Background: an optimization exercise with open tools, aiming at small area, a short achievable clock period and few clock cycles per item. Do not read the settings as production practice.
In this exercise RTL edits were held to simulation tests only and were not proved equivalent to the original.
Power is estimated from default activity; no workload was simulated.

==> flow/design.v (excerpt) <==
module max_two_disjoint_rect_sum #(
    parameter int MAX_ROWS  = mtdr_pkg::DEF_MAX_ROWS,
    parameter int MAX_COLS  = mtdr_pkg::DEF_MAX_COLS,
    parameter int CELL_BITS = mtdr_pkg::DEF_CELL_BITS
) (
    input  logic                               i_clk,
    input  logic                               i_rst_n,
    input  logic                               i_in_valid,
    output logic                               o_in_ready,
    input  logic signed [CELL_BITS-1:0]        i_in_cell_value,
    input  logic                               i_in_last_cell,
    output logic                               o_out_valid,
    input  logic                               i_out_ready,
    output logic signed [mtdr_pkg::OUT_W-1:0]  o_out_best_sum,
    output logic                               o_out_no_pair,
    input  logic                               i_cfg_valid,
    output logic                               o_cfg_ready,
    input  logic [mtdr_pkg::CFG_IDX_W-1:0]     i_cfg_index,
    input  logic [mtdr_pkg::CFG_DATA_W-1:0]    i_cfg_data
);
Size in the first run: roughly 12,000 cells after synthesis, about 3,000 flip-flops, ~54 I/O pins.
==> flow/config.mk <==
export PLATFORM = sky130hd
export DESIGN_NAME = max_two_disjoint_rect_sum
export DESIGN_NICKNAME = max_two_disjoint_rect_sum
export VERILOG_FILES = /design/flow/design.v
export SDC_FILE = /design/flow/constraint.sdc
export NUM_CORES = 4
export LEC_CHECK = 0
export CAP_MARGIN = 20
export CORE_MARGIN = 2
export CORE_UTILIZATION = 40
export SLEW_MARGIN = 20
==> flow/constraint.sdc <==
create_clock -name core_clock -period 10.0 [get_ports {i_clk}]
set_input_delay 2.0000 -clock core_clock [delete_from_list [all_inputs] [get_ports {i_clk}]]
set_output_delay 2.0000 -clock core_clock [all_outputs]
set_load 0.01 [all_outputs]
run.sh (not shown) runs the stock make flow with config.mk's settings and CLKGATE_MAP_FILE= SYNTH_SCRIPT=/design/flow/synth_recipe.tcl, a recipe that flattens the netlist after the stock synthesis.
The first run ran to the end with no violations.
Testbench counts at the start, summed over its fixed seeds: cycles 6,101, grids 128.
Then changed:
--- a/flow/config.mk
+++ b/flow/config.mk
@@ -6,6 +6,8 @@
 export NUM_CORES = 4
 export LEC_CHECK = 0
+export ABC_CLOCK_PERIOD_IN_PS = 3000
 export CAP_MARGIN = 20
 export CORE_MARGIN = 2
 export CORE_UTILIZATION = 40
+export SETUP_SLACK_MARGIN = 5
 export SLEW_MARGIN = 20
Outcome: The changed run completed without violations; total power increases by 3.6%; combinational power increases by 18%; sequential power hardly moves; maximum frequency increases by 34%; non-clock buffer count increases by 871; sequential share of layout area decreases by 5.3 points; global-route usage increases by 1.5 points; setup slack improves by 2.0 ns; cell area increases by 12%; core utilization increases by 5.2 points; wire length increases by 8.2%.

* * *

Setup of north:
max_two_disjoint_rect_sum, a different RTL version from the one above (not shown whole).
Size in the first run: about 3900 flip-flops, roughly 54 I/O pins, about 170000 um^2 of cells after synthesis.
clock: 10.0 ns
lec_check: 0
cap_margin: 20
core_margin: 2
core_utilization: 40
setup_slack_margin: 5
slew_margin: 20
Testbench counts of north, summed over its fixed seeds: cycles 6,136, grids 128.
[inputs] south vs north
- setting ABC_AREA to 1 for the first time
Findings:
Diff south..north | fraction of cell area in non-clock buffers | negligible. south against north: biggest fanout along the worst timing path up 22, clock network area share fell by 0.30 points, synthesized cell count higher, global-route usage increased 0.69 points, final design instance area without fill moved up. Final cell count without fillers: north and south compared, higher one is south.
diff inputs: south => east
- CORE_UTILIZATION changed from 40 to 55
- ABC_AREA removed (was 1)
==> comparison <==
Going from south to east, reported leakage power shrank by a little under 10%.
Going from south to east, worst hold slack increased 26 ps; standard cell core area went down by 120000 um^2; total length of routed wires went down.
east: done, clean on timing, DRC and antenna
south finished every step from synthesis to the final layout, and the layout passed the timing, design-rule and antenna checks.
Between south and east, sum of met3 wire segment lengths after detailed routing decreased.
Cmp east and south / total power of the final layout / higher: south
Clock period minus worst slack: east worse than south

* * *

Setup of the reference run:
Another version of the RTL of max_two_disjoint_rect_sum (not shown whole).
Size in the first run: ~16000 cells after synthesis, ~3900 flip-flops, ~0.17 mm^2 of cells after synthesis.
==> flow/config.mk <==
export PLATFORM = sky130hd
export DESIGN_NAME = max_two_disjoint_rect_sum
export DESIGN_NICKNAME = max_two_disjoint_rect_sum
export VERILOG_FILES = /design/flow/design.v
export SDC_FILE = /design/flow/constraint.sdc
export NUM_CORES = 4
export LEC_CHECK = 0
export ABC_AREA = 1
export CAP_MARGIN = 10
export CORE_MARGIN = 2
export CORE_UTILIZATION = 40
export SETUP_SLACK_MARGIN = 5
export SLEW_MARGIN = 10
==> flow/constraint.sdc <==
create_clock -name core_clock -period 10.0 [get_ports {i_clk}]
set_input_delay 2.0000 -clock core_clock [delete_from_list [all_inputs] [get_ports {i_clk}]]
set_output_delay 2.0000 -clock core_clock [all_outputs]
set_load 0.01 [all_outputs]
The reference run: all stages complete, timing, DRC and antenna checks passed
Testbench counts of the reference run, summed over its fixed seeds: cycles 6,145, grids 128.
[inputs] the trial run vs the reference run
Settings: changing SLEW_MARGIN from 10 to 20; changing CAP_MARGIN from 10 to 20.
### Flow results
- Non-clock buffer count grows slightly when moving from the reference run to the trial run.
- Total global-route track usage of the trial run is on par with the reference run.
- The trial run finished end to end and its layout was clean on timing, DRC and antenna.
- The reference run -> the trial run: final core utilization flat
- In terms of wire length of the first global-routing pass, the trial run and the reference run differ only marginally.

[port drivers added, routing unchanged]
The results above use ideal ports. As a check the final layouts listed here were re-extracted and re-timed, cells and wires unchanged.
Step 1: set_driving_cell puts a clkbuf_16 on i_clk and a buf_2 on each other input, an assumption about the parent block.
Step 2 also shifts input and output timing later by t, the mid clock arrival at the registers, as if the neighbouring blocks saw the same clock.
a / b / c = ideal ports / drivers / drivers and shift; a / b = the first two.
| run | t, ns | setup slack, ns | worst data-port slew with drivers (ns) |
|---|---|---|---|
| the first run of note 1 | 1.025 | 1.875 / 1.875 / 1.875 | 0.07 |
| the second run of note 1 | 1.042 | 3.917 / 3.917 / 3.917 | 0.06 |
| north | 1.070 | 5.414 / 5.414 / 5.414 | 0.04 |
| south | 1.072 | 5.560 / 5.560 / 5.560 | 0.08 |
| east | 1.057 | 5.206 / 5.206 / 5.206 | 0.08 |
| the reference run | 1.059 | 6.001 / 5.925 / 5.330 | 0.04 |
| the trial run | 1.071 | 5.980 / 5.872 / 5.253 | 0.04 |
After both steps setup and hold are still met in every run listed. The setup slack of the trial run, which loses most, moves by -0.108 ns with the drivers and by -0.727 ns with both steps.
